This is an optimization exercise on Yosys and OpenROAD, whose aim is small area, a short achievable clock period and few clock cycles, not a production implementation. Power and IR drop assume default switching activity.

// row_peak_valley_detector
module row_peak_valley_detector #(
    parameter int MAX_COLUMNS = 4096,
    parameter int MAX_ROWS    = 4096,
    parameter int SAMPLE_BITS = 32
) (
    input  logic                                clk,
    input  logic                                rst_n,
    input  logic                                cfg_valid,
    output logic                                cfg_ready,
    input  logic [rpvd_pkg::CFG_INDEX_BITS-1:0] cfg_index,
    input  logic [rpvd_pkg::CFG_DATA_BITS-1:0]  cfg_data,
    input  logic                                sample_valid,
    output logic                                sample_ready,
    input  logic [SAMPLE_BITS-1:0]              sample,
    input  logic                                row_start,
    input  logic                                frame_start,
    output logic                                result_valid,
    input  logic                                result_ready,
    output logic                                is_valley,
    output logic [rpvd_pkg::COLUMN_BITS-1:0]    column,
    output logic [rpvd_pkg::ROW_BITS-1:0]       row,
    output logic [rpvd_pkg::VALUE_BITS-1:0]     value
);
==> module rpvd_core, before the edit <==
module rpvd_core (
    input  logic                             clk,
    input  logic                             rst_n,
    input  logic                             sample_valid,
    output logic                             sample_ready,
    input  logic [31:0]                      sample,
    input  logic                             row_start,
    input  logic                             frame_start,
    input  rpvd_pkg::cfg_t                   cfg,
    output logic                             result_valid,
    input  logic                             result_ready,
    output logic                             is_valley,
    output logic [rpvd_pkg::COLUMN_BITS-1:0] column,
    output logic [rpvd_pkg::ROW_BITS-1:0]    row,
    output logic [rpvd_pkg::VALUE_BITS-1:0]  value
);
    logic               in_valid_reg, skid_valid_reg, ready_reg;
    logic signed [31:0] in_s, skid_s;
    logic               in_rs, in_fs, skid_rs, skid_fs;
    logic signed [31:0] a_value_reg, b_value_reg;
    logic [11:0]        a_column_reg, b_column_reg;
    logic [11:0]        column_reg, row_reg;
    logic               seek_reg;
    logic               result_valid_reg;
    logic               is_valley_reg;
    logic               stall, consume, in_load, accept;
    logic               line_start;
    logic [11:0]        column_next, row_next;
    logic               beyond_a;
    logic               hit, gate_ok, event_valid;
    assign stall        = result_valid_reg && !result_ready;
    assign consume      = in_valid_reg && !stall;
    assign in_load      = !in_valid_reg || !stall;
    assign sample_ready = ready_reg;
    assign accept       = sample_valid && !skid_valid_reg;
    always_ff @(posedge clk or negedge rst_n)
    begin
        if (!rst_n)
        begin
            in_valid_reg   <= 1'b0;
            skid_valid_reg <= 1'b0;
            ready_reg      <= 1'b1;
        end
        else if (in_load)
        begin
            in_valid_reg   <= skid_valid_reg || accept;
            skid_valid_reg <= 1'b0;
            ready_reg      <= 1'b1;
        end
        else if (accept)
        begin
            skid_valid_reg <= 1'b1;
            ready_reg      <= 1'b0;
        end
    end
    always_ff @(posedge clk)
    begin
        if (in_load)
        begin
            if (skid_valid_reg)
            begin
                in_s  <= skid_s;
                in_rs <= skid_rs;
                in_fs <= skid_fs;
            end
            else
            begin
                in_s  <= sample;
                in_rs <= row_start;
                in_fs <= frame_start;
            end
        end
        if (!skid_valid_reg)
        begin
            skid_s  <= sample;
            skid_rs <= row_start;
            skid_fs <= frame_start;
        end
    end
    assign line_start = in_rs || in_fs;
    always_comb
    begin
        if (line_start)
            column_next = '0;
        else if (column_reg != 12'hFFF)
            column_next = column_reg + 1'b1;
        else
            column_next = column_reg;
        if (in_fs)
            row_next = '0;
        else if (in_rs && row_reg != 12'hFFF)
            row_next = row_reg + 1'b1;
        else
            row_next = row_reg;
    end
    function automatic logic carry_out(input logic [63:0] g_in, input logic [63:0] p_in);
        logic [63:0] g, p;
        g = g_in;
        p = p_in;
        for (int w = 1; w < 64; w = w * 2)
        begin
            for (int i = 0; i + w < 64; i = i + 2 * w)
            begin
                g[i] = g[i + w] | (p[i + w] & g[i]);
                p[i] = p[i + w] & p[i];
            end
        end
        carry_out = g[0];
    endfunction
    function automatic logic [1:0] order(input logic [31:0] x, input logic [31:0] y);
        logic [31:0] lt, gt;
        lt = ~x & y;
        gt = x & ~y;
        lt[31] = x[31] & ~y[31];
        gt[31] = ~x[31] & y[31];
        for (int w = 1; w < 32; w = w * 2)
        begin
            for (int i = 0; i + w < 32; i = i + 2 * w)
            begin
                lt[i] = lt[i + w] | (~gt[i + w] & lt[i]);
                gt[i] = gt[i + w] | (~lt[i + w] & gt[i]);
            end
        end
        order = {lt[0], gt[0]};
    endfunction
    function automatic logic less(input logic [31:0] x, input logic [31:0] y);
        logic [31:0] xu, yu;
        logic [63:0] g, p;
        xu = x ^ 32'h8000_0000;
        yu = y ^ 32'h8000_0000;
        g  = {32'h0000_0000, ~xu & yu};
        p  = {32'hFFFF_FFFF, ~xu | yu};
        less = carry_out(g, p);
    endfunction
    function automatic logic [1:0] hysteresis(input logic [31:0] x, input logic [30:0] t,
                                              input logic [31:0] y);
        logic [33:0] xe, te, ye, sum, cx, cy;
        logic [63:0] g, p, h, q;
        xe  = {{2{x[31]}}, x};
        te  = {3'b000, t};
        ye  = {{2{y[31]}}, y};
        sum = xe ^ te ^ ~ye;
        cx  = {(xe[32:0] & te[32:0]) | (xe[32:0] & ~ye[32:0]) | (te[32:0] & ~ye[32:0]), 1'b1};
        cy  = {(ye[32:0] & te[32:0]) | (ye[32:0] & ~xe[32:0]) | (te[32:0] & ~xe[32:0]), 1'b1};
        g   = {31'h0, sum[32:0] & cx[32:0]};
        p   = {31'h7FFF_FFFF, sum[32:0] | cx[32:0]};
        h   = {31'h0, sum[32:0] & cy[32:0]};
        q   = {31'h7FFF_FFFF, sum[32:0] | cy[32:0]};
        hysteresis = {sum[33] ^ cx[33] ^ carry_out(g, p), sum[33] ^ cy[33] ^ carry_out(h, q)};
    endfunction
    logic [1:0]  order_a;
    logic        peak_cond, valley_cond, turn;
    logic [31:0] k_lo, k_hi;
    assign order_a     = order(in_s, a_value_reg);
    assign beyond_a    = seek_reg ? order_a[0] : order_a[1];
    assign {peak_cond, valley_cond} = hysteresis(in_s, cfg.threshold, a_value_reg);
    assign turn        = seek_reg ? peak_cond : valley_cond;
    assign hit         = !line_start && turn;
    assign k_lo = seek_reg ? cfg.peak_floor : a_value_reg;
    assign k_hi = seek_reg ? a_value_reg : cfg.valley_ceiling;
    assign gate_ok  = (a_column_reg != '0)
                      && ((seek_reg ? !cfg.peak_gate_enable : !cfg.valley_gate_enable)
                          || less(k_lo, k_hi));
    assign event_valid = consume && hit && gate_ok;
    always_ff @(posedge clk or negedge rst_n)
    begin
        if (!rst_n)
        begin
            a_value_reg  <= '0;
            a_column_reg <= '0;
            column_reg   <= '0;
            row_reg      <= '0;
            seek_reg     <= 1'b1;
        end
        else if (consume)
        begin
            column_reg <= column_next;
            row_reg    <= row_next;
            if (in_fs)
                seek_reg <= 1'b1;
            else if (hit)
                seek_reg <= !seek_reg;
            if (line_start || beyond_a || turn)
            begin
                a_value_reg  <= in_s;
                a_column_reg <= column_next;
            end
        end
    end
    always_ff @(posedge clk)
    begin
        if (consume && hit)
        begin
            b_value_reg  <= a_value_reg;
            b_column_reg <= a_column_reg;
        end
    end
    always_ff @(posedge clk or negedge rst_n)
    begin
        if (!rst_n)
        begin
            result_valid_reg <= 1'b0;
            is_valley_reg    <= 1'b0;
        end
        else if (!stall)
        begin
            result_valid_reg <= event_valid;
            if (event_valid)
                is_valley_reg <= !seek_reg;
        end
    end
    assign result_valid = result_valid_reg;
    assign is_valley    = is_valley_reg;
    assign column       = b_column_reg;
    assign row          = row_reg;
    assign value        = b_value_reg;
endmodule
export LEC_CHECK = 0
export CAP_MARGIN = 20
export CORE_MARGIN = 2
export CORE_UTILIZATION = 40
export PLACE_DENSITY = 0.6
export SETUP_SLACK_MARGIN = 0.5
export SLEW_MARGIN = 20
create_clock -name core_clock -period 10.0 [get_ports {clk}]
standard.sh (not shown) runs the stock make flow with config.mk's settings and CLKGATE_MAP_FILE= SYNTH_SCRIPT=/design/flow/synth_recipe.tcl, a recipe that flattens the netlist after the stock synthesis.
==> flow/flow/run.sh <==
#!/bin/bash
# The standard layout (standard.sh), with these changes:
# - timing repair aims for a setup slack of 6.8 ns (a 10 ns clock, so about 3.2 ns);
# - the port buffers are plain sky130_fd_sc_hd__buf_1 cells;
# - the clock tree clusters up to 24 flip-flops per leaf buffer.
# Synthesis and repair also leave out slow complex cells (4-input and/or gates,
# majority, and-or-invert cells with many inputs), which ORFS cannot restructure.
# The full output of the ORFS make run goes to flow.log.
bash standard.sh SETUP_SLACK_MARGIN=6.8 "BUFFER_PORTS_ARGS=-buffer_cell sky130_fd_sc_hd__buf_1" CTS_CLUSTER_SIZE=24 CTS_CLUSTER_DIAMETER=80 "DONT_USE_CELLS=sky130_fd_sc_hd__lpflow_bleeder_1 sky130_fd_sc_hd__lpflow_clkbufkapwr_1 sky130_fd_sc_hd__lpflow_clkbufkapwr_16 sky130_fd_sc_hd__lpflow_clkbufkapwr_2 sky130_fd_sc_hd__lpflow_clkbufkapwr_4 sky130_fd_sc_hd__lpflow_clkbufkapwr_8 sky130_fd_sc_hd__lpflow_clkinvkapwr_1 sky130_fd_sc_hd__lpflow_clkinvkapwr_16 sky130_fd_sc_hd__lpflow_clkinvkapwr_2 sky130_fd_sc_hd__lpflow_clkinvkapwr_4 sky130_fd_sc_hd__lpflow_clkinvkapwr_8 sky130_fd_sc_hd__lpflow_decapkapwr_12 sky130_fd_sc_hd__lpflow_decapkapwr_3 sky130_fd_sc_hd__lpflow_decapkapwr_4 sky130_fd_sc_hd__lpflow_decapkapwr_6 sky130_fd_sc_hd__lpflow_decapkapwr_8 sky130_fd_sc_hd__lpflow_inputiso0n_1 sky130_fd_sc_hd__lpflow_inputiso0p_1 sky130_fd_sc_hd__lpflow_inputiso1n_1 sky130_fd_sc_hd__lpflow_inputiso1p_1 sky130_fd_sc_hd__lpflow_inputisolatch_1 sky130_fd_sc_hd__lpflow_isobufsrc_1 sky130_fd_sc_hd__lpflow_isobufsrc_16 sky130_fd_sc_hd__lpflow_isobufsrc_2 sky130_fd_sc_hd__lpflow_isobufsrc_4 sky130_fd_sc_hd__lpflow_isobufsrc_8 sky130_fd_sc_hd__lpflow_isobufsrckapwr_16 sky130_fd_sc_hd__lpflow_lsbuf_lh_hl_isowell_tap_1 sky130_fd_sc_hd__lpflow_lsbuf_lh_hl_isowell_tap_2 sky130_fd_sc_hd__lpflow_lsbuf_lh_hl_isowell_tap_4 sky130_fd_sc_hd__lpflow_lsbuf_lh_isowell_4 sky130_fd_sc_hd__lpflow_lsbuf_lh_isowell_tap_1 sky130_fd_sc_hd__lpflow_lsbuf_lh_isowell_tap_2 sky130_fd_sc_hd__lpflow_lsbuf_lh_isowell_tap_4 sky130_fd_sc_hd__probe_p_8 sky130_fd_sc_hd__probec_p_8 sky130_fd_sc_hd__or4_1 sky130_fd_sc_hd__or4_2 sky130_fd_sc_hd__or4_4 sky130_fd_sc_hd__or4b_1 sky130_fd_sc_hd__or4b_2 sky130_fd_sc_hd__or4b_4 sky130_fd_sc_hd__or4bb_1 sky130_fd_sc_hd__or4bb_2 sky130_fd_sc_hd__or4bb_4 sky130_fd_sc_hd__and4_1 sky130_fd_sc_hd__and4_2 sky130_fd_sc_hd__and4_4 sky130_fd_sc_hd__and4b_1 sky130_fd_sc_hd__and4b_2 sky130_fd_sc_hd__and4b_4 sky130_fd_sc_hd__and4bb_1 sky130_fd_sc_hd__and4bb_2 sky130_fd_sc_hd__and4bb_4 sky130_fd_sc_hd__nor4_1 sky130_fd_sc_hd__nor4_2 sky130_fd_sc_hd__nor4_4 sky130_fd_sc_hd__nor4b_1 sky130_fd_sc_hd__nor4b_2 sky130_fd_sc_hd__nor4b_4 sky130_fd_sc_hd__nor4bb_1 sky130_fd_sc_hd__nor4bb_2 sky130_fd_sc_hd__nor4bb_4 sky130_fd_sc_hd__a2111o_1 sky130_fd_sc_hd__a2111o_2 sky130_fd_sc_hd__a2111o_4 sky130_fd_sc_hd__a2111oi_0 sky130_fd_sc_hd__a2111oi_1 sky130_fd_sc_hd__a2111oi_2 sky130_fd_sc_hd__a2111oi_4 sky130_fd_sc_hd__o2111a_1 sky130_fd_sc_hd__o2111a_2 sky130_fd_sc_hd__o2111a_4 sky130_fd_sc_hd__o2111ai_1 sky130_fd_sc_hd__o2111ai_2 sky130_fd_sc_hd__o2111ai_4 sky130_fd_sc_hd__a311o_1 sky130_fd_sc_hd__a311o_2 sky130_fd_sc_hd__a311o_4 sky130_fd_sc_hd__a311oi_1 sky130_fd_sc_hd__a311oi_2 sky130_fd_sc_hd__a311oi_4 sky130_fd_sc_hd__o311a_1 sky130_fd_sc_hd__o311a_2 sky130_fd_sc_hd__o311a_4 sky130_fd_sc_hd__o311ai_0 sky130_fd_sc_hd__o311ai_1 sky130_fd_sc_hd__o311ai_2 sky130_fd_sc_hd__o311ai_4 sky130_fd_sc_hd__a41o_1 sky130_fd_sc_hd__a41o_2 sky130_fd_sc_hd__a41o_4 sky130_fd_sc_hd__a41oi_1 sky130_fd_sc_hd__a41oi_2 sky130_fd_sc_hd__a41oi_4 sky130_fd_sc_hd__o41a_1 sky130_fd_sc_hd__o41a_2 sky130_fd_sc_hd__o41a_4 sky130_fd_sc_hd__o41ai_1 sky130_fd_sc_hd__o41ai_2 sky130_fd_sc_hd__o41ai_4 sky130_fd_sc_hd__maj3_1 sky130_fd_sc_hd__maj3_2 sky130_fd_sc_hd__maj3_4 sky130_fd_sc_hd__mux4_1 sky130_fd_sc_hd__mux4_2 sky130_fd_sc_hd__mux4_4 sky130_fd_sc_hd__xor3_1 sky130_fd_sc_hd__xor3_2 sky130_fd_sc_hd__xor3_4 sky130_fd_sc_hd__xnor3_1 sky130_fd_sc_hd__xnor3_2 sky130_fd_sc_hd__xnor3_4 sky130_fd_sc_hd__a2bb2o_1 sky130_fd_sc_hd__a2bb2o_2 sky130_fd_sc_hd__a2bb2o_4 sky130_fd_sc_hd__o2bb2a_1 sky130_fd_sc_hd__o2bb2a_2 sky130_fd_sc_hd__o2bb2a_4 sky130_fd_sc_hd__a32o_1 sky130_fd_sc_hd__a32o_2 sky130_fd_sc_hd__a32o_4 sky130_fd_sc_hd__a32oi_1 sky130_fd_sc_hd__a32oi_2 sky130_fd_sc_hd__a32oi_4 sky130_fd_sc_hd__o32a_1 sky130_fd_sc_hd__o32a_2 sky130_fd_sc_hd__o32a_4 sky130_fd_sc_hd__o32ai_1 sky130_fd_sc_hd__o32ai_2 sky130_fd_sc_hd__o32ai_4 sky130_fd_sc_hd__a222oi_1" finish > flow.log 2>&1
Rerun with:
--- a/flow/design.v
+++ b/flow/design.v
@@ -207,15 +207,14 @@
         q   = {31'h7FFF_FFFF, sum[32:0] | cy[32:0]};
         hysteresis = {sum[33] ^ cx[33] ^ carry_out(g, p), sum[33] ^ cy[33] ^ carry_out(h, q)};
     endfunction
     logic [1:0]  order_a;
-    logic        peak_cond, valley_cond, turn;
+    logic        peak_cond, valley_cond;
     logic [31:0] k_lo, k_hi;
     assign order_a     = order(in_s, a_value_reg);
     assign beyond_a    = seek_reg ? order_a[0] : order_a[1];
     assign {peak_cond, valley_cond} = hysteresis(in_s, cfg.threshold, a_value_reg);
-    assign turn        = seek_reg ? peak_cond : valley_cond;
-    assign hit         = !line_start && turn;
+    assign hit         = !line_start && (seek_reg ? peak_cond : valley_cond);
     assign k_lo = seek_reg ? cfg.peak_floor : a_value_reg;
     assign k_hi = seek_reg ? a_value_reg : cfg.valley_ceiling;
     assign gate_ok  = (a_column_reg != '0)
                       && ((seek_reg ? !cfg.peak_gate_enable : !cfg.valley_gate_enable)
@@ -238,36 +237,30 @@
             if (in_fs)
                 seek_reg <= 1'b1;
             else if (hit)
                 seek_reg <= !seek_reg;
-            if (line_start || beyond_a || turn)
+            if (line_start || beyond_a || hit)
             begin
                 a_value_reg  <= in_s;
                 a_column_reg <= column_next;
             end
         end
     end
     always_ff @(posedge clk)
     begin
-        if (consume && hit)
+        if (consume)
         begin
-            b_value_reg  <= a_value_reg;
-            b_column_reg <= a_column_reg;
+            b_value_reg   <= a_value_reg;
+            b_column_reg  <= a_column_reg;
+            is_valley_reg <= !seek_reg;
         end
     end
     always_ff @(posedge clk or negedge rst_n)
     begin
         if (!rst_n)
-        begin
             result_valid_reg <= 1'b0;
-            is_valley_reg    <= 1'b0;
-        end
         else if (!stall)
-        begin
             result_valid_reg <= event_valid;
-            if (event_valid)
-                is_valley_reg <= !seek_reg;
-        end
     end
     assign result_valid = result_valid_reg;
     assign is_valley    = is_valley_reg;
     assign column       = b_column_reg;
Result:
- non-clock buffer count grows by 21
- synthesized area grows by 10%
- power grows by 45%
- worst setup slack got worse by 69 ps
- global-route usage grows by 0.86 points
- cell count grows by 18%
- count of clock-buffer cells in the layout shrinks by 2
- routed wire length grows by 19%
- core utilization shrinks by 0.66 points
- maximum frequency shrinks by 2.0%
- synthesized cell count grows by 26%
- critical path depth shrinks by 1
- clock power barely changes
- final area grows by 9.9%
No run of this note included a check of the RTL's function; only the layout flow was run.

re-timing with driven ports:
In the flow no input, the clock included, has a driving cell. The finished layouts below were timed again as built, in two steps. Step 1 sets driving cells, clkbuf_16 on the clock port and buf_2 on the other inputs (assumed; they add their load-dependent delay and slew). Step 2 times the ports against the registers' clock, not the clock port: input delays grow and output delays shrink by t, the midpoint of the rising clock arrivals with the driver on. Three values: ideal, step 1, step 2; two values: the first two.
| run | t, ns | slack for setup (ns) | worst setup path after step 2 | slew at the worst register clock pin (ns) |
|---|---|---|---|---|
| the first run | 0.558 | 6.591 / 6.591 / 6.119 | input to register | 0.09 / 0.09 |
| the second run | 0.575 | 6.522 / 6.525 / 5.950 | input to register | 0.09 / 0.09 |
After both steps setup and hold are still met in every run listed. The setup slack of the second run, which loses most, moves by +0.003 ns with the drivers and by -0.572 ns with both steps.
